This design comes from an exercise in tuning for small area, a short achievable clock period and few clock cycles per item on the open sky130 flow, not from production work.
Function was checked by simulation only, so behaviour that the tests miss may differ from the original.

## flow/constraint.sdc

```tcl
create_clock -name core_clock -period 20.0 [get_ports {i_clk}]
set_input_delay 4.0000 -clock core_clock [delete_from_list [all_inputs] [get_ports {i_clk}]]
set_output_delay 4.0000 -clock core_clock [all_outputs]
set_load 0.01 [all_outputs]
```

## flow/standard.sh

```bash
#!/bin/bash
# synth_recipe.tcl (not shown) runs the flow's synth.tcl, then flattens the netlist and writes it again
# the make line also repeats each setting of config.mk as NAME=value (left out here)
make -C /OpenROAD-flow-scripts/flow DESIGN_CONFIG=/design/flow/config.mk WORK_HOME=/design/flow/orfs CLKGATE_MAP_FILE= SYNTH_SCRIPT=/design/flow/synth_recipe.tcl "${@:-finish}"
```

## flow/config.mk

```make
export PLATFORM = sky130hd
export DESIGN_NAME = epoch_seconds_to_date
export DESIGN_NICKNAME = epoch_seconds_to_date
export VERILOG_FILES = /design/flow/design.v
export SDC_FILE = /design/flow/constraint.sdc
export NUM_CORES = 4
export LEC_CHECK = 0
export CAP_MARGIN = 20
export CORE_MARGIN = 2
export CORE_UTILIZATION = 40
export SLEW_MARGIN = 20
export SYNTH_HIERARCHICAL = 1
```

## flow/flow/run.sh

```bash
#!/bin/bash
# Standard layout (bash standard.sh, its synthesis unchanged), with the ports
# buffered by buf_2 cells and timing repair aiming for a larger setup slack.
set -e
cp standard.sh standard.sh.log
export BUFFER_PORTS_ARGS="-buffer_cell sky130_fd_sc_hd__buf_2"
export SETUP_SLACK_MARGIN=10.1
bash standard.sh > standard_run.log 2>&1
```

## flow/design.v

```verilog
`timescale 1ns / 1ps
module epoch_seconds_to_date (
    input  logic        i_clk,
    input  logic        i_rst_n,
    input  logic        start,
    output logic        busy,
    input  logic [31:0] i_epoch_seconds,
    output logic        o_done,
    output logic [11:0] o_year,
    output logic [3:0]  o_month,
    output logic [4:0]  o_day,
    output logic [4:0]  o_hour,
    output logic [5:0]  o_minute,
    output logic [5:0]  o_second
);
    localparam logic [31:0] SKIP_2100 = 32'd4107542400;
    logic [24:0] q;
    logic [0:0]  skip;
    assign q    = i_epoch_seconds[31:7];
    assign skip = i_epoch_seconds >= SKIP_2100;
    logic a1;
    logic a2;
    logic a3;
    logic a4;
    logic a5;
    logic a6;
    logic a7;
    logic a8;
    logic a9;
    logic a10;
    logic a11;
    logic a12;
    logic a13;
    logic a14;
    logic a15;
    logic a16;
    logic a17;
    logic a18;
    logic a19;
    logic a20;
    logic a21;
    logic a22;
    logic a23;
    logic a24;
    logic a25;
    logic a26;
    logic a27;
    logic a28;
    logic a29;
    logic a30;
    logic a31;
    logic a32;
    logic a33;
    logic a34;
    logic a35;
    logic a36;
    logic a37;
    logic a38;
    logic a39;
    logic a40;
    logic a41;
    logic a42;
    logic a43;
    logic a44;
    logic a45;
    logic a46;
    logic a47;
    logic a48;
    logic a49;
    logic a50;
    logic a51;
    logic a52;
    logic a53;
    logic a54;
    logic a55;
    logic a56;
    logic a57;
    logic a58;
    logic a59;
    logic a60;
    logic a61;
    logic a62;
    logic a63;
    logic a64;
    logic a65;
    logic a66;
    logic a67;
    logic a68;
    logic a69;
    logic a70;
    logic a71;
    logic a72;
    logic a73;
    logic a74;
    logic a75;
    logic a76;
    logic a77;
    logic a78;
    logic a79;
    logic a80;
    logic a81;
    logic a82;
    logic a83;
    logic a84;
    logic a85;
    logic a86;
    logic a87;
    logic a88;
    logic a89;
    logic a90;
    logic a91;
    logic a92;
    logic a93;
    logic a94;
    logic a95;
    logic a96;
    logic a97;
    logic a98;
    logic a99;
    logic a100;
    logic a101;
    logic a102;
    logic a103;
    logic a104;
    logic a105;
    logic a106;
    logic a107;
    logic a108;
    logic a109;
    logic a110;
    logic a111;
    logic a112;
    logic a113;
    logic a114;
    logic a115;
    logic a116;
    logic a117;
    logic a118;
    logic a119;
    logic a120;
    logic a121;
    logic a122;
    logic a123;
    logic a124;
    logic a125;
    logic a126;
    logic a127;
    logic a128;
    logic a129;
    logic a130;
    logic a131;
    logic a132;
    logic a133;
    logic [18:0] dq_a, dq_b, dq_s;
    logic [15:0] dq;
    logic a134;
    logic a135;
    logic a136;
    logic a137;
    logic a138;
    logic a139;
    logic a140;
    logic a141;
    logic [8:0] n_yq_a, n_yq_b, n_yq_s;
    logic [7:0] n_yq;
    logic a142;
    logic a143;
    logic a144;
    logic a145;
    logic a146;
    logic a147;
    logic a148;
    logic a149;
    logic a150;
    logic a151;
    logic a152;
    logic a153;
    logic a154;
    logic a155;
    logic a156;
    logic a157;
    logic a158;
    logic a159;
    logic a160;
    logic a161;
    logic a162;
    logic a163;
    logic a164;
    logic a165;
    logic a166;
    logic a167;
    logic a168;
    logic a169;
    logic a170;
    logic a171;
    logic a172;
    logic a173;
    logic a174;
    logic a175;
    logic a176;
    logic a177;
    logic a178;
    logic a179;
    logic a180;
    logic a181;
    logic a182;
    logic a183;
    logic a184;
    logic a185;
    logic a186;
    logic a187;
    logic a188;
    logic a189;
    logic a190;
    logic a191;
    logic a192;
    logic a193;
    logic a194;
    logic a195;
    logic a196;
    logic [10:0] n_rem0_n_a, n_rem0_n_b, n_rem0_n_s;
    logic [10:0] n_rem0_n;
    logic [10:0] n_rem0;
    logic a197;
    logic a198;
    logic a199;
    logic a200;
    logic a201;
    logic a202;
    logic a203;
    logic a204;
    logic a205;
    logic a206;
    logic a207;
    logic a208;
    logic a209;
    logic a210;
    logic a211;
    logic a212;
    logic a213;
    logic a214;
    logic a215;
    logic a216;
    logic a217;
    logic a218;
    logic a219;
    logic a220;
    logic a221;
    logic a222;
    logic a223;
    logic a224;
    logic a225;
    logic a226;
    logic a227;
    logic a228;
    logic a229;
    logic a230;
    logic a231;
    logic a232;
    logic a233;
    logic a234;
    logic a235;
    logic a236;
    logic a237;
    logic a238;
    logic a239;
    logic a240;
    logic a241;
    logic a242;
    logic a243;
    logic a244;
    logic a245;
    logic a246;
    logic a247;
    logic a248;
    logic a249;
    logic a250;
    logic a251;
    logic a252;
    logic a253;
    logic a254;
    logic a255;
    logic a256;
    logic a257;
    logic a258;
    logic a259;
    logic a260;
    logic a261;
    logic a262;
    logic a263;
    logic a264;
    logic a265;
    logic a266;
    logic a267;
    logic a268;
    logic a269;
    logic a270;
    logic a271;
    logic a272;
    logic a273;
    logic a274;
    logic a275;
    logic a276;
    logic a277;
    logic a278;
    logic a279;
    logic a280;
    logic a281;
    logic a282;
    logic a283;
    logic a284;
    logic a285;
    logic [12:0] n_doy0_a, n_doy0_b, n_doy0_s;
    logic [9:0] n_doy0;
    assign a1 = ~q[21];
    assign a2 = ~q[18];
    assign a3 = ~q[8];
    esd_fa u_a4 (.a(a1), .b(a2), .c(q[16]), .s(a4), .co(a5));
    esd_fa u_a6 (.a(q[13]), .b(a3), .c(q[6]), .s(a6), .co(a7));
    assign a8 = ~q[22];
    assign a9 = ~q[19];
    assign a10 = ~q[9];
    esd_fa u_a11 (.a(a8), .b(a9), .c(q[17]), .s(a11), .co(a12));
    esd_fa u_a13 (.a(q[14]), .b(a10), .c(q[7]), .s(a13), .co(a14));
    esd_fa u_a15 (.a(a5), .b(a7), .c(a11), .s(a15), .co(a16));
    assign a17 = ~q[23];
    assign a18 = ~q[20];
    assign a19 = ~q[10];
    esd_fa u_a20 (.a(a17), .b(a18), .c(q[18]), .s(a20), .co(a21));
    esd_fa u_a22 (.a(q[15]), .b(a19), .c(q[8]), .s(a22), .co(a23));
    esd_fa u_a24 (.a(a12), .b(a14), .c(a20), .s(a24), .co(a25));
    esd_fa u_a26 (.a(a22), .b(a16), .c(a24), .s(a26), .co(a27));
    assign a28 = ~q[24];
    assign a29 = ~q[11];
    esd_fa u_a30 (.a(a28), .b(a1), .c(q[19]), .s(a30), .co(a31));
    esd_fa u_a32 (.a(q[16]), .b(a29), .c(q[9]), .s(a32), .co(a33));
    esd_fa u_a34 (.a(a21), .b(a23), .c(a30), .s(a34), .co(a35));
    esd_fa u_a36 (.a(a32), .b(a25), .c(a34), .s(a36), .co(a37));
    assign a38 = ~(a27 ^ a36);
    assign a39 = a27 | a36;
    assign a40 = ~q[12];
    esd_fa u_a41 (.a(a8), .b(q[20]), .c(q[17]), .s(a41), .co(a42));
    esd_fa u_a43 (.a(a40), .b(q[10]), .c(a31), .s(a43), .co(a44));
    esd_fa u_a45 (.a(a33), .b(a41), .c(a35), .s(a45), .co(a46));
    esd_fa u_a47 (.a(a43), .b(a37), .c(a45), .s(a47), .co(a48));
    assign a49 = ~(a39 ^ a47);
    assign a50 = a39 | a47;
    assign a51 = ~q[13];
    esd_fa u_a52 (.a(a17), .b(q[21]), .c(q[18]), .s(a52), .co(a53));
    esd_fa u_a54 (.a(a51), .b(q[11]), .c(a42), .s(a54), .co(a55));
    esd_fa u_a56 (.a(a52), .b(a44), .c(a54), .s(a56), .co(a57));
    esd_fa u_a58 (.a(a46), .b(a56), .c(a48), .s(a58), .co(a59));
    assign a60 = ~(a50 ^ a58);
    assign a61 = a50 | a58;
    assign a62 = ~q[14];
    esd_fa u_a63 (.a(a28), .b(q[22]), .c(q[19]), .s(a63), .co(a64));
    esd_fa u_a65 (.a(a62), .b(q[12]), .c(a53), .s(a65), .co(a66));
    esd_fa u_a67 (.a(a63), .b(a55), .c(a65), .s(a67), .co(a68));
    esd_fa u_a69 (.a(a57), .b(a67), .c(a59), .s(a69), .co(a70));
    assign a71 = ~(a61 ^ a69);
    assign a72 = a61 | a69;
    assign a73 = ~q[15];
    esd_fa u_a74 (.a(q[23]), .b(q[20]), .c(a73), .s(a74), .co(a75));
    esd_fa u_a76 (.a(q[13]), .b(a64), .c(a74), .s(a76), .co(a77));
    esd_fa u_a78 (.a(a66), .b(a76), .c(a68), .s(a78), .co(a79));
    esd_fa u_a80 (.a(a78), .b(a70), .c(a72), .s(a80), .co(a81));
    assign a82 = ~q[16];
    esd_fa u_a83 (.a(q[24]), .b(q[21]), .c(a82), .s(a83), .co(a84));
    esd_fa u_a85 (.a(q[14]), .b(a75), .c(a83), .s(a85), .co(a86));
    esd_fa u_a87 (.a(a77), .b(a85), .c(a79), .s(a87), .co(a88));
    assign a89 = ~(a87 ^ a81);
    assign a90 = a87 | a81;
    assign a91 = ~q[17];
    esd_fa u_a92 (.a(q[22]), .b(a91), .c(q[15]), .s(a92), .co(a93));
    esd_fa u_a94 (.a(a84), .b(a92), .c(a86), .s(a94), .co(a95));
    esd_fa u_a96 (.a(a94), .b(a88), .c(a90), .s(a96), .co(a97));
    esd_fa u_a98 (.a(q[23]), .b(a2), .c(q[16]), .s(a98), .co(a99));
    esd_fa u_a100 (.a(a93), .b(a98), .c(a95), .s(a100), .co(a101));
    assign a102 = ~(a100 ^ a97);
    assign a103 = a100 | a97;
    esd_fa u_a104 (.a(q[24]), .b(a9), .c(q[17]), .s(a104), .co(a105));
    esd_fa u_a106 (.a(a99), .b(a104), .c(a101), .s(a106), .co(a107));
    assign a108 = ~(a106 ^ a103);
    assign a109 = a106 | a103;
    esd_fa u_a110 (.a(a18), .b(q[18]), .c(a105), .s(a110), .co(a111));
    esd_fa u_a112 (.a(a110), .b(a107), .c(a109), .s(a112), .co(a113));
    esd_fa u_a114 (.a(a1), .b(q[19]), .c(a111), .s(a114), .co(a115));
    assign a116 = ~(a114 ^ a113);
    assign a117 = a114 | a113;
    esd_fa u_a118 (.a(a8), .b(q[20]), .c(a115), .s(a118), .co(a119));
    assign a120 = ~(a118 ^ a117);
    assign a121 = a118 | a117;
    esd_fa u_a122 (.a(a17), .b(q[21]), .c(a119), .s(a122), .co(a123));
    assign a124 = ~(a122 ^ a121);
    assign a125 = a122 | a121;
    esd_fa u_a126 (.a(a28), .b(q[22]), .c(a123), .s(a126), .co(a127));
    assign a128 = ~(a126 ^ a125);
    assign a129 = a126 | a125;
    esd_fa u_a130 (.a(q[23]), .b(a127), .c(a129), .s(a130), .co(a131));
    assign a132 = ~(q[24] ^ a131);
    assign a133 = q[24] | a131;
    assign dq_a = {a132, a130, a128, a124, a120, a116, a112, a108, a102, a96, a89, a80, a71, a60, a49, a38, a26, a13, a4};
    assign dq_b = {1'b0, 1'b0, 1'b0, 1'b0, 1'b0, 1'b0, 1'b1, 1'b0, 1'b0, 1'b1, 1'b0, 1'b0, 1'b0, 1'b0, 1'b0, 1'b0, 1'b0, a15, a6};
    assign dq_s = dq_a + dq_b;
    assign dq = dq_s[18:3];
    esd_ha u_a134 (.a(q[21]), .b(q[17]), .s(a134), .co(a135));
    esd_ha u_a136 (.a(q[22]), .b(q[18]), .s(a136), .co(a137));
    assign a138 = q[23] ^ q[19];
    assign a139 = q[23] | q[19];
    esd_ha u_a140 (.a(q[24]), .b(q[20]), .s(a140), .co(a141));
    assign n_yq_a = {1'b0, q[24], q[23], q[22], q[21], a140, ~a138, a136, a134};
    assign n_yq_b = {1'b0, 1'b0, 1'b0, 1'b0, a141, a139, a137, a135, 1'b1};
    assign n_yq_s = n_yq_a + n_yq_b;
    assign n_yq = n_yq_s[8:1];
    assign a142 = ~q[0];
    assign a143 = ~q[1];
    esd_fa u_a144 (.a(a143), .b(dq[0]), .c(dq[1]), .s(a144), .co(a145));
    assign a146 = ~q[2];
    esd_fa u_a147 (.a(a146), .b(dq[1]), .c(dq[2]), .s(a147), .co(a148));
    assign a149 = ~q[3];
    esd_fa u_a150 (.a(a149), .b(dq[2]), .c(dq[3]), .s(a150), .co(a151));
    assign a152 = ~q[4];
    esd_fa u_a153 (.a(a152), .b(dq[3]), .c(dq[4]), .s(a153), .co(a154));
    assign a155 = ~q[5];
    esd_fa u_a156 (.a(a155), .b(dq[0]), .c(dq[4]), .s(a156), .co(a157));
    esd_fa u_a158 (.a(dq[5]), .b(a154), .c(a156), .s(a158), .co(a159));
    assign a160 = ~q[6];
    esd_fa u_a161 (.a(a160), .b(dq[1]), .c(dq[5]), .s(a161), .co(a162));
    esd_fa u_a163 (.a(dq[6]), .b(a157), .c(a161), .s(a163), .co(a164));
    assign a165 = ~q[7];
    esd_fa u_a166 (.a(a165), .b(dq[0]), .c(dq[2]), .s(a166), .co(a167));
    esd_fa u_a168 (.a(dq[6]), .b(a166), .c(dq[7]), .s(a168), .co(a169));
    esd_fa u_a170 (.a(a162), .b(a168), .c(a164), .s(a170), .co(a171));
    assign a172 = ~q[8];
    esd_fa u_a173 (.a(a172), .b(dq[1]), .c(dq[3]), .s(a173), .co(a174));
    esd_fa u_a175 (.a(a167), .b(dq[7]), .c(a173), .s(a175), .co(a176));
    esd_fa u_a177 (.a(dq[8]), .b(a169), .c(a175), .s(a177), .co(a178));
    assign a179 = ~q[9];
    esd_fa u_a180 (.a(a179), .b(dq[0]), .c(dq[2]), .s(a180), .co(a181));
    esd_fa u_a182 (.a(dq[4]), .b(a180), .c(a174), .s(a182), .co(a183));
    esd_fa u_a184 (.a(dq[8]), .b(dq[9]), .c(a182), .s(a184), .co(a185));
    esd_fa u_a186 (.a(a176), .b(a184), .c(a178), .s(a186), .co(a187));
    assign a188 = ~q[10];
    esd_fa u_a189 (.a(a188), .b(dq[1]), .c(dq[3]), .s(a189), .co(a190));
    esd_fa u_a191 (.a(dq[5]), .b(a181), .c(a189), .s(a191), .co(a192));
    esd_fa u_a193 (.a(dq[9]), .b(dq[10]), .c(a183), .s(a193), .co(a194));
    esd_fa u_a195 (.a(a191), .b(a185), .c(a193), .s(a195), .co(a196));
    assign n_rem0_n_a = {a187, a186, a171, a170, a159, a158, a151, a148, a145, a144, a142};
    assign n_rem0_n_b = {a195, 1'b0, a177, 1'b0, a163, 1'b0, a153, a150, a147, 1'b0, dq[0]};
    assign n_rem0_n_s = n_rem0_n_a + n_rem0_n_b;
    assign n_rem0_n = n_rem0_n_s[10:0];
    assign n_rem0 = ~n_rem0_n;
    esd_ha u_a197 (.a(n_yq[3]), .b(n_yq[1]), .s(a197), .co(a198));
    esd_ha u_a199 (.a(n_yq[4]), .b(n_yq[2]), .s(a199), .co(a200));
    esd_ha u_a201 (.a(n_yq[5]), .b(n_yq[3]), .s(a201), .co(a202));
    esd_ha u_a203 (.a(n_yq[6]), .b(n_yq[4]), .s(a203), .co(a204));
    esd_fa u_a205 (.a(n_yq[7]), .b(n_yq[5]), .c(n_yq[2]), .s(a205), .co(a206));
    assign a207 = n_yq[0] ^ n_yq[2];
    assign a208 = n_yq[0] | n_yq[2];
    esd_ha u_a209 (.a(n_yq[2]), .b(n_yq[0]), .s(a209), .co(a210));
    esd_ha u_a211 (.a(n_yq[5]), .b(n_yq[7]), .s(a211), .co(a212));
    assign a213 = ~n_yq[6];
    esd_fa u_a214 (.a(a199), .b(a198), .c(a213), .s(a214), .co(a215));
    esd_fa u_a216 (.a(a201), .b(n_yq[0]), .c(a200), .s(a216), .co(a217));
    esd_fa u_a218 (.a(a203), .b(n_yq[1]), .c(a202), .s(a218), .co(a219));
    assign a220 = ~n_yq[0];
    esd_fa u_a221 (.a(a205), .b(a204), .c(a220), .s(a221), .co(a222));
    esd_ha u_a223 (.a(a207), .b(skip[0]), .s(a223), .co(a224));
    esd_fa u_a225 (.a(n_yq[1]), .b(n_yq[3]), .c(a208), .s(a225), .co(a226));
    assign a227 = ~n_yq[0];
    esd_fa u_a228 (.a(n_yq[2]), .b(n_yq[4]), .c(a227), .s(a228), .co(a229));
    assign a230 = ~n_yq[1];
    esd_fa u_a231 (.a(n_yq[3]), .b(n_yq[5]), .c(a230), .s(a231), .co(a232));
    assign a233 = ~a209;
    esd_fa u_a234 (.a(n_yq[4]), .b(n_yq[6]), .c(a233), .s(a234), .co(a235));
    assign a236 = ~a211;
    esd_fa u_a237 (.a(a197), .b(a210), .c(a236), .s(a237), .co(a238));
    assign a239 = ~a214;
    esd_ha u_a240 (.a(a212), .b(a239), .s(a240), .co(a241));
    assign a242 = ~n_yq[7];
    esd_fa u_a243 (.a(a216), .b(a215), .c(a242), .s(a243), .co(a244));
    assign a245 = a218 ^ a217;
    assign a246 = a218 | a217;
    assign a247 = a221 ^ a219;
    assign a248 = a221 | a219;
    esd_ha u_a249 (.a(a96), .b(a238), .s(a249), .co(a250));
    esd_ha u_a251 (.a(a102), .b(a243), .s(a251), .co(a252));
    esd_ha u_a253 (.a(a108), .b(a244), .s(a253), .co(a254));
    assign a255 = a112 ^ a246;
    assign a256 = a112 | a246;
    esd_ha u_a257 (.a(a38), .b(a223), .s(a257), .co(a258));
    assign a259 = ~a225;
    esd_fa u_a260 (.a(a49), .b(a224), .c(a259), .s(a260), .co(a261));
    assign a262 = ~a60;
    esd_fa u_a263 (.a(a228), .b(a226), .c(a262), .s(a263), .co(a264));
    assign a265 = ~a71;
    esd_fa u_a266 (.a(a231), .b(a229), .c(a265), .s(a266), .co(a267));
    assign a268 = ~a80;
    esd_fa u_a269 (.a(a234), .b(a232), .c(a268), .s(a269), .co(a270));
    assign a271 = ~a235;
    esd_fa u_a272 (.a(a89), .b(a237), .c(a271), .s(a272), .co(a273));
    assign a274 = ~a249;
    esd_ha u_a275 (.a(a240), .b(a274), .s(a275), .co(a276));
    assign a277 = ~a241;
    esd_fa u_a278 (.a(a251), .b(a250), .c(a277), .s(a278), .co(a279));
    assign a280 = ~a245;
    esd_fa u_a281 (.a(a253), .b(a252), .c(a280), .s(a281), .co(a282));
    assign a283 = ~a254;
    esd_fa u_a284 (.a(a255), .b(a247), .c(a283), .s(a284), .co(a285));
    assign n_doy0_a = {~a284, a281, a278, ~a275, a272, ~a269, ~a266, ~a263, a260, a257, a26, a13, a4};
    assign n_doy0_b = {a282, a279, ~a276, a273, ~a270, ~a267, ~a264, a261, a258, 1'b1, 1'b0, a15, a6};
    assign n_doy0_s = n_doy0_a + n_doy0_b;
    assign n_doy0 = n_doy0_s[12:3];
    logic        r_vld;
    logic [10:0] r_rem0;
    logic [9:0]  r_doy0;
    logic [7:0]  r_yq;
    logic [6:0]  r_s7;        
    always_ff @(posedge i_clk) begin
        if (!i_rst_n) r_vld <= 1'b0;
        else          r_vld <= start;
    end
    always_ff @(posedge i_clk) begin
        r_rem0 <= n_rem0;
        r_doy0 <= n_doy0;
        r_yq   <= n_yq;
        r_s7   <= i_epoch_seconds[6:0];
    end
    logic        negr;
    logic        negy;
    logic        lz;
    logic        wrap;
    logic [8:0]  doyb;
    logic [8:0]  base;
    logic [3:0]  mp;          
    logic [8:0]  mstart;
    logic        jf;          
    logic [11:0] year_m1, year_0, year_p1;
    assign negr = r_rem0[10];
    assign negy = r_doy0[9];
    assign lz   = r_yq[1:0] == 2'd0;
    assign doyb = lz ? r_doy0[8:0] + 9'd366 : r_doy0[8:0] + 9'd365;
    assign base = negy ? doyb : r_doy0[8:0];
    assign wrap = negr && (base == 9'd0);
    assign year_m1 = 12'd1967 + 12'(r_yq);
    assign year_0  = 12'd1968 + 12'(r_yq);
    assign year_p1 = 12'd1969 + 12'(r_yq);
    always_comb begin
        mp = 4'd0;
        if (negr ? base >= 9'd32 : base >= 9'd31) mp = 4'd1;
        if (negr ? base >= 9'd62 : base >= 9'd61) mp = 4'd2;
        if (negr ? base >= 9'd93 : base >= 9'd92) mp = 4'd3;
        if (negr ? base >= 9'd123 : base >= 9'd122) mp = 4'd4;
        if (negr ? base >= 9'd154 : base >= 9'd153) mp = 4'd5;
        if (negr ? base >= 9'd185 : base >= 9'd184) mp = 4'd6;
        if (negr ? base >= 9'd215 : base >= 9'd214) mp = 4'd7;
        if (negr ? base >= 9'd246 : base >= 9'd245) mp = 4'd8;
        if (negr ? base >= 9'd276 : base >= 9'd275) mp = 4'd9;
        if (negr ? base >= 9'd307 : base >= 9'd306) mp = 4'd10;
        if (negr ? base >= 9'd338 : base >= 9'd337) mp = 4'd11;
        if (wrap) mp = 4'd11;
        case (mp)
            4'd0:    mstart = 9'd0;
            4'd1:    mstart = 9'd31;
            4'd2:    mstart = 9'd61;
            4'd3:    mstart = 9'd92;
            4'd4:    mstart = 9'd122;
            4'd5:    mstart = 9'd153;
            4'd6:    mstart = 9'd184;
            4'd7:    mstart = 9'd214;
            4'd8:    mstart = 9'd245;
            4'd9:    mstart = 9'd275;
            4'd10:   mstart = 9'd306;
            default: mstart = 9'd337;
        endcase
    end
    logic [13:0] u;
    logic [15:0] x;
    logic w1;
    logic w2;
    logic w3;
    logic w4;
    logic w5;
    logic w6;
    logic w7;
    logic w8;
    logic w9;
    logic w10;
    logic w11;
    logic w12;
    logic w13;
    logic w14;
    logic w15;
    logic w16;
    logic w17;
    logic w18;
    logic w19;
    logic w20;
    logic w21;
    logic w22;
    logic w23;
    logic w24;
    logic w25;
    logic w26;
    logic w27;
    logic w28;
    logic w29;
    logic w30;
    logic w31;
    logic w32;
    logic w33;
    logic w34;
    logic w35;
    logic w36;
    logic w37;
    logic w38;
    logic w39;
    logic w40;
    logic w41;
    logic w42;
    logic w43;
    logic w44;
    logic w45;
    logic w46;
    logic w47;
    logic w48;
    logic w49;
    logic w50;
    logic w51;
    logic w52;
    logic w53;
    logic w54;
    logic w55;
    logic w56;
    logic w57;
    logic w58;
    logic w59;
    logic w60;
    logic w61;
    logic w62;
    logic w63;
    logic w64;
    logic w65;
    logic w66;
    logic w67;
    logic w68;
    logic w69;
    logic w70;
    logic w71;
    logic w72;
    logic w73;
    logic w74;
    logic w75;
    logic [13:0] h0_a, h0_b, h0_s;
    logic [4:0] h0;
    logic w76;
    logic w77;
    logic w78;
    logic w79;
    logic w80;
    logic w81;
    logic w82;
    logic w83;
    logic w84;
    logic w85;
    logic w86;
    logic w87;
    logic w88;
    logic w89;
    logic w90;
    logic w91;
    logic w92;
    logic w93;
    logic w94;
    logic w95;
    logic w96;
    logic w97;
    logic w98;
    logic w99;
    logic w100;
    logic w101;
    logic w102;
    logic w103;
    logic w104;
    logic w105;
    logic w106;
    logic w107;
    logic w108;
    logic w109;
    logic w110;
    logic w111;
    logic w112;
    logic w113;
    logic w114;
    logic w115;
    logic w116;
    logic w117;
    logic w118;
    logic w119;
    logic w120;
    logic w121;
    logic w122;
    logic w123;
    logic w124;
    logic w125;
    logic w126;
    logic w127;
    logic w128;
    logic w129;
    logic w130;
    logic w131;
    logic w132;
    logic w133;
    logic w134;
    logic w135;
    logic w136;
    logic w137;
    logic w138;
    logic w139;
    logic w140;
    logic w141;
    logic w142;
    logic [11:0] mt0_a, mt0_b, mt0_s;
    logic [5:0] mt0;
    assign u = {r_rem0, r_s7[6:4]};
    assign x = {r_rem0, r_s7[6:2]};
    esd_ha u_w1 (.a(u[9]), .b(u[7]), .s(w1), .co(w2));
    esd_fa u_w3 (.a(u[10]), .b(u[8]), .c(u[7]), .s(w3), .co(w4));
    esd_ha u_w5 (.a(u[3]), .b(u[0]), .s(w5), .co(w6));
    esd_fa u_w7 (.a(u[11]), .b(u[9]), .c(u[8]), .s(w7), .co(w8));
    esd_ha u_w9 (.a(u[4]), .b(u[1]), .s(w9), .co(w10));
    esd_fa u_w11 (.a(u[12]), .b(u[10]), .c(u[9]), .s(w11), .co(w12));
    esd_ha u_w13 (.a(u[5]), .b(u[2]), .s(w13), .co(w14));
    esd_fa u_w15 (.a(u[11]), .b(u[10]), .c(u[6]), .s(w15), .co(w16));
    assign w17 = ~u[3];
    esd_ha u_w18 (.a(u[13]), .b(w17), .s(w18), .co(w19));
    esd_fa u_w20 (.a(u[12]), .b(u[11]), .c(u[7]), .s(w20), .co(w21));
    esd_fa u_w22 (.a(u[12]), .b(u[8]), .c(u[5]), .s(w22), .co(w23));
    esd_ha u_w24 (.a(w1), .b(u[6]), .s(w24), .co(w25));
    esd_fa u_w26 (.a(w3), .b(w5), .c(w2), .s(w26), .co(w27));
    esd_fa u_w28 (.a(w7), .b(w9), .c(w4), .s(w28), .co(w29));
    esd_fa u_w30 (.a(w11), .b(w13), .c(w8), .s(w30), .co(w31));
    esd_fa u_w32 (.a(w15), .b(w12), .c(w14), .s(w32), .co(w33));
    assign w34 = ~u[4];
    esd_fa u_w35 (.a(w20), .b(w16), .c(w34), .s(w35), .co(w36));
    esd_fa u_w37 (.a(w22), .b(w21), .c(u[4]), .s(w37), .co(w38));
    esd_fa u_w39 (.a(u[9]), .b(u[6]), .c(w23), .s(w39), .co(w40));
    esd_ha u_w41 (.a(u[10]), .b(u[7]), .s(w41), .co(w42));
    esd_ha u_w43 (.a(u[11]), .b(u[8]), .s(w43), .co(w44));
    esd_ha u_w45 (.a(u[12]), .b(u[9]), .s(w45), .co(w46));
    esd_ha u_w47 (.a(w24), .b(u[2]), .s(w47), .co(w48));
    assign w49 = w26 ^ w25;
    assign w50 = w26 | w25;
    esd_fa u_w51 (.a(w28), .b(w6), .c(w27), .s(w51), .co(w52));
    esd_fa u_w53 (.a(w30), .b(w10), .c(w29), .s(w53), .co(w54));
    assign w55 = ~w18;
    esd_fa u_w56 (.a(w32), .b(w31), .c(w55), .s(w56), .co(w57));
    assign w58 = ~w19;
    esd_fa u_w59 (.a(w35), .b(w33), .c(w58), .s(w59), .co(w60));
    assign w61 = ~u[13];
    esd_fa u_w62 (.a(w37), .b(w36), .c(w61), .s(w62), .co(w63));
    assign w64 = ~u[13];
    esd_fa u_w65 (.a(w39), .b(w38), .c(w64), .s(w65), .co(w66));
    assign w67 = w41 ^ w40;
    assign w68 = w41 | w40;
    assign w69 = w43 ^ w42;
    assign w70 = w43 | w42;
    assign w71 = w45 ^ w44;
    assign w72 = w45 | w44;
    assign w73 = ~u[13];
    esd_fa u_w74 (.a(u[10]), .b(w46), .c(w73), .s(w74), .co(w75));
    assign h0_a = {~u[12], ~u[11], w74, ~w71, ~w69, ~w67, w65, w62, w59, w56, w53, w51, ~w49, w47};
    assign h0_b = {u[11], w75, w72, w70, w68, w66, w63, w60, w57, w54, w52, w50, w48, ~u[13]};
    assign h0_s = h0_a + h0_b;
    assign h0 = h0_s[13:9];
    esd_ha u_w76 (.a(x[11]), .b(x[7]), .s(w76), .co(w77));
    esd_ha u_w78 (.a(x[12]), .b(x[8]), .s(w78), .co(w79));
    esd_ha u_w80 (.a(x[13]), .b(x[9]), .s(w80), .co(w81));
    esd_ha u_w82 (.a(x[14]), .b(x[10]), .s(w82), .co(w83));
    esd_fa u_w84 (.a(x[11]), .b(x[7]), .c(x[3]), .s(w84), .co(w85));
    esd_ha u_w86 (.a(x[12]), .b(x[8]), .s(w86), .co(w87));
    esd_ha u_w88 (.a(x[13]), .b(x[9]), .s(w88), .co(w89));
    esd_ha u_w90 (.a(x[14]), .b(x[10]), .s(w90), .co(w91));
    esd_ha u_w92 (.a(x[14]), .b(x[10]), .s(w92), .co(w93));
    assign w94 = ~x[15];
    esd_fa u_w95 (.a(w76), .b(x[3]), .c(w94), .s(w95), .co(w96));
    esd_fa u_w97 (.a(w78), .b(x[4]), .c(x[0]), .s(w97), .co(w98));
    esd_fa u_w99 (.a(w80), .b(x[5]), .c(x[1]), .s(w99), .co(w100));
    esd_fa u_w101 (.a(w82), .b(x[6]), .c(x[2]), .s(w101), .co(w102));
    assign w103 = ~x[15];
    esd_fa u_w104 (.a(w84), .b(w83), .c(w103), .s(w104), .co(w105));
    esd_fa u_w106 (.a(w86), .b(x[4]), .c(w85), .s(w106), .co(w107));
    esd_fa u_w108 (.a(w88), .b(x[5]), .c(w87), .s(w108), .co(w109));
    esd_fa u_w110 (.a(w90), .b(x[6]), .c(w89), .s(w110), .co(w111));
    esd_fa u_w112 (.a(x[11]), .b(x[7]), .c(w91), .s(w112), .co(w113));
    esd_ha u_w114 (.a(x[12]), .b(x[8]), .s(w114), .co(w115));
    esd_ha u_w116 (.a(x[13]), .b(x[9]), .s(w116), .co(w117));
    esd_ha u_w118 (.a(w92), .b(x[6]), .s(w118), .co(w119));
    assign w120 = w95 ^ w93;
    assign w121 = w95 | w93;
    esd_fa u_w122 (.a(w97), .b(w77), .c(w96), .s(w122), .co(w123));
    esd_fa u_w124 (.a(w99), .b(w79), .c(w98), .s(w124), .co(w125));
    esd_fa u_w126 (.a(w101), .b(w81), .c(w100), .s(w126), .co(w127));
    assign w128 = w104 ^ w102;
    assign w129 = w104 | w102;
    assign w130 = w106 ^ w105;
    assign w131 = w106 | w105;
    assign w132 = w108 ^ w107;
    assign w133 = w108 | w107;
    assign w134 = w110 ^ w109;
    assign w135 = w110 | w109;
    assign w136 = ~x[15];
    esd_fa u_w137 (.a(w112), .b(w111), .c(w136), .s(w137), .co(w138));
    assign w139 = w114 ^ w113;
    assign w140 = w114 | w113;
    assign w141 = w116 ^ w115;
    assign w142 = w116 | w115;
    assign mt0_a = {~w141, ~w139, w137, ~w134, ~w132, ~w130, ~w128, w126, w124, w122, ~w120, w118};
    assign mt0_b = {w140, w138, w135, w133, w131, w129, w127, w125, w123, w121, w119, x[2]};
    assign mt0_s = mt0_a + mt0_b;
    assign mt0 = mt0_s[11:6];
    assign busy     = 1'b0;
    assign o_done   = r_vld;
    assign jf       = mp >= 4'd10;
    assign o_year   = (jf == (negy || wrap)) ? year_0 : (jf ? year_p1 : year_m1);
    assign o_month  = jf ? mp - 4'd9 : mp + 4'd3;
    assign o_day    = wrap ? 5'd28 + 5'(lz) : 5'(base) - 5'(mstart) + 5'(!negr);
    assign o_hour   = h0 + (negr ? 5'd24 : 5'd0);
    assign o_minute = mt0 + {h0[3:0], 2'b00};
    assign o_second = {x[3:0] + mt0[3:0], r_s7[1:0]};
endmodule
module esd_fa (
    input  logic a,
    input  logic b,
    input  logic c,
    output logic s,
    output logic co
);
    assign s  = a ^ b ^ c;
    assign co = (a & b) | (a & c) | (b & c);
endmodule
module esd_ha (
    input  logic a,
    input  logic b,
    output logic s,
    output logic co
);
    assign s  = a ^ b;
    assign co = a & b;
endmodule
```

==> out/results.ini <==
[synthesis]
synth_seq_area_share_pct = 9.30
synth_cell_types = 76
synth_edf_count = 0
synth-adder-area-share_pct = 51.3
synthXorXnorAreaFrac_pct = 8.97
mappedNetlistNets = 1095
synth-main-ff-cell = dfxtp_1
post_synth_mux_area_share_pct = 1.21
synth_compound_gate_area_share_pct = 12.3
synthArstFlopShare_pct = 0
synth_area_in_simple_gates_pct = 8.68
ys_warn_count = 7
synth_top_family_by_area = adder cells
synth-seq-cells = 37
synth_area_mm2 = 0.00796
synthesis.instances = 807
avgSynthCellArea_um2 = 9.87

[worst_hold_path]
min_path_type = in2reg

[detailed_routing]
drc_errors = 0
routed-via-count = 5569
routed_wire_length_per_instance_um = 13.8
postRouteWirelength_um = 15800
post_drt_via_cell_ratio = 4.85
drt-initial-drc-count = 196
dr.pass1.iters = 4
ant_nets_after_route = 0

[clock_network]
clk_pin_slew_worst_paths_ps = 50
numCtsBuffers = 5
cts.htree.levels = 2
cts_max_path_buffers = 2
cts_tree = built
cts.hold.buffers_added = 0
clk_root_buffer_cell = clkbuf_16
numClockSinks = 37

[global_routing]
grt_antenna_before_repair = 0
total_routing_usage_reported_by_global_routing_pct = 15.6
grt_use_met2_pct = 26.7
globalRouteMet1Util_pct = 22.0
met3_usage_pct = 0.692
global_route.overflow_total = 0
grt_max_degree = 19
global_route_wire_length_before_repair_um = 27500
global_route.peak_usage_layer = met2
grt_pass1_vias = 5769

[timing]
finalWorstPathRequiredPeriod_ps = 10060
tightest_slew_ps = 799
layout_worst_path_cycle_share_pct = 50.3
finalMaxSlewViolations = 0
fmax_mhz = 99.5
slew_headroom_pct = 45.6
tns_ps = 0
setup_viol = 0
timing_hold_violations_final = 0
rsz0062_at_grt = yes

[finish]
stdcell_count = 1148
num-nets-final = 1171
drive_above_1_share_pct = 17.4
synthToLayoutAreaGrowth_pct = 13.1
antenna_cells = 0
layout.filler_cells = 1901

[floorplanning]
chipHeight_um = 145
initial_core_util_pct = 40.8
row_count = 51
ios = 75
dieWidth_um = 145
design.core.area_mm2 = 0.0195
die-area_mm2 = 0.0210

[critical_path]
critPathMostFrequentCell = fa_2
worst_ep_arrival_time_ps = 10220
critPathSlowestCell = fa_2
worst_ep_required_ps = 20170
maximum_fanout_along_the_worst_path = 5
critical_path.top_delay_family = adder cells
setup.worst_path.class = in2reg
startpoint_type = input port
critical_path.n_buffers_inverters = 9
setup_crit_end_kind = flip-flop
worst_path_largest_cell_delay_ps = 570

[placement]
numPlacedInstances = 1130
finalWeightedCongestion = 0.831
dp_hpwl_um = 13800
io_buffers = 73

[status]
run_status = timing/DRC/antenna clean

[flow_run]
cap_violations = 0

## per-module statistics from Yosys (local to each module, per instance)
module | times used | cell area [um2] | cells inside | flops+latches
esd_fa | 117 | 20.0 | 1 | 0
esd_ha | 37 | 12.5 | 1 | 0
epoch_seconds_to_date | 1 | 5160 | 653 | 37
## per-stage QoR
stage                     setup WS [ps]  instance area, um2  hold WS (ps)  util, %
final                              9940                9000          3820     46.1
after global routing               9730                9000          3810     46.1
after CTS                          9920                8810          3810     45.1
after detailed placement           9440                8620          4100     44.1
after global placement             9520                8620          4100     44.1
after floorplan                    9890                8020          4030        -
## Yosys cell counts (3+ instances only)
cell type / count / share of area (%)
inv_1: 147 / 6.9
ha_1: 131 / 21
fa_1: 122 / 31
xnor2_1: 52 / 5.7
dfxtp_1: 37 / 9.3
nor2_1: 35 / 1.7
a21oi_1: 32 / 2.0
nand2_1: 26 / 1.2
xor2_1: 22 / 2.4
o21ai_0: 19 / 1.2
a21o_1: 17 / 1.6
a31oi_1: 13 / 1.0
nor3_1: 12 / 0.75
nor2b_1: 10 / 0.79
nand2b_1: 8 / 0.63
nand3_1: 8 / 0.50
and2_1: 6 / 0.47
buf_2: 6 / 0.38
mux2i_1: 6 / 0.75
buf_4: 5 / 0.47
nand4_1: 5 / 0.39
o21bai_1: 5 / 0.47
or3_1: 5 / 0.39
and3_1: 4 / 0.31
o31ai_1: 4 / 0.38
or2_2: 4 / 0.31
a31o_2: 3 / 0.33
o21a_1: 3 / 0.28
o221ai_1: 3 / 0.33
o311a_1: 3 / 0.38
## path summary, 6_finish.rpt
path                                 from          to  slack [ps]  depth (start not counted)
worst max-delay path  i_epoch_seconds[27]  r_rem0[10]        9940                         27
worst min-delay path   i_epoch_seconds[2]     r_s7[2]        3820                          1
## what timing repair did
action                                  4_1_cts  5_1_grt
pin swaps                                     1        3
resized for setup                            11       32
buffers inserted                              1       10
endpoints found under the setup margin        7        9
endpoints found under the hold margin         0        0
## logic make-up (layout without fill, tap and decap cells)
family / count (synthesis) / count (layout)
AOI/OAI and AO/OA: 132 / 132
other: 1 / 1
DFF: 37 / 37
and+or+nand+nor: 134 / 134
adders and majority gates: 253 / 253
muxes: 9 / 9
xor gates and xnor gates: 77 / 77
buffers and inverters: 164 / 240
## state kept, by name, summed over array words and instances, names as in the netlist
name,count
r_doy0,10
r_rem0,11
r_vld,1
r_yq,8
r_s7,7
## final cells by class
class / instances / area [um2] / share of cell area [%]
clock inverters: 1 / 7.51 / 0.0834
inverters: 149 / 566 / 6.28
repair buffers: 84 / 482 / 5.35
flip-flops and latches: 37 / 746 / 8.28
multi-input cells: 606 / 6730 / 74.8
clock buffers: 6 / 139 / 1.54
well taps: 265 / 332 / 3.68
## routing by layer
metal / part of all wire, % / up-vias
met1: 49 / 2686
met5: 0 / -
met2: 48 / 57
met4: 1.1 / 0
met3: 1.5 / 12
li1: - / 2814
## cell usage in the layout, fill, tap and decap left out, types with 8 or more instances in the layout
| cell | count |
|---|---|
| buf_2 | 69 |
| nand2b_1 | 8 |
| nor2b_1 | 10 |
| a21o_1 | 16 |
| nand2_1 | 26 |
| inv_1 | 137 |
| nor2_1 | 34 |
| inv_2 | 10 |
| fa_1 | 113 |
| nand3_1 | 8 |
| xor2_1 | 22 |
| dfxtp_1 | 33 |
| a31oi_1 | 13 |
| ha_1 | 127 |
| fa_2 | 9 |
| nor3_1 | 11 |
| o21ai_0 | 17 |
| a21oi_1 | 31 |
| buf_4 | 12 |
| xnor2_1 | 48 |
Testbench counts, summed over its fixed seeds: cycles 3,208, items 3,200.

## what the ideal ports hide
How much do the figures lean on ideal ports? The routed layout below was timed once more, with nothing changed but the port constraints. Step 1, drivers: a clkbuf_16 drives i_clk and a buf_2 each remaining input, both assumed. Step 2 also shifts input and output timing later by t, the mid clock arrival at the registers, as if the neighbouring blocks saw the same clock. Slacks: no drivers / after step 1 / after step 2; pairs: no drivers / after step 1.
t (ns): 0.307
setup slack, ns: 9.945 / 9.930 / 9.623
clock arrival spread, ns: 0.006 / 0.006
slew at the worst register clock pin (ns): 0.05 / 0.05
worst data-port slew with drivers (ns): 0.05
After both steps this run still meets setup and hold. For this run, drivers alone change the setup slack by -0.015 ns; drivers and shift together by -0.322 ns.
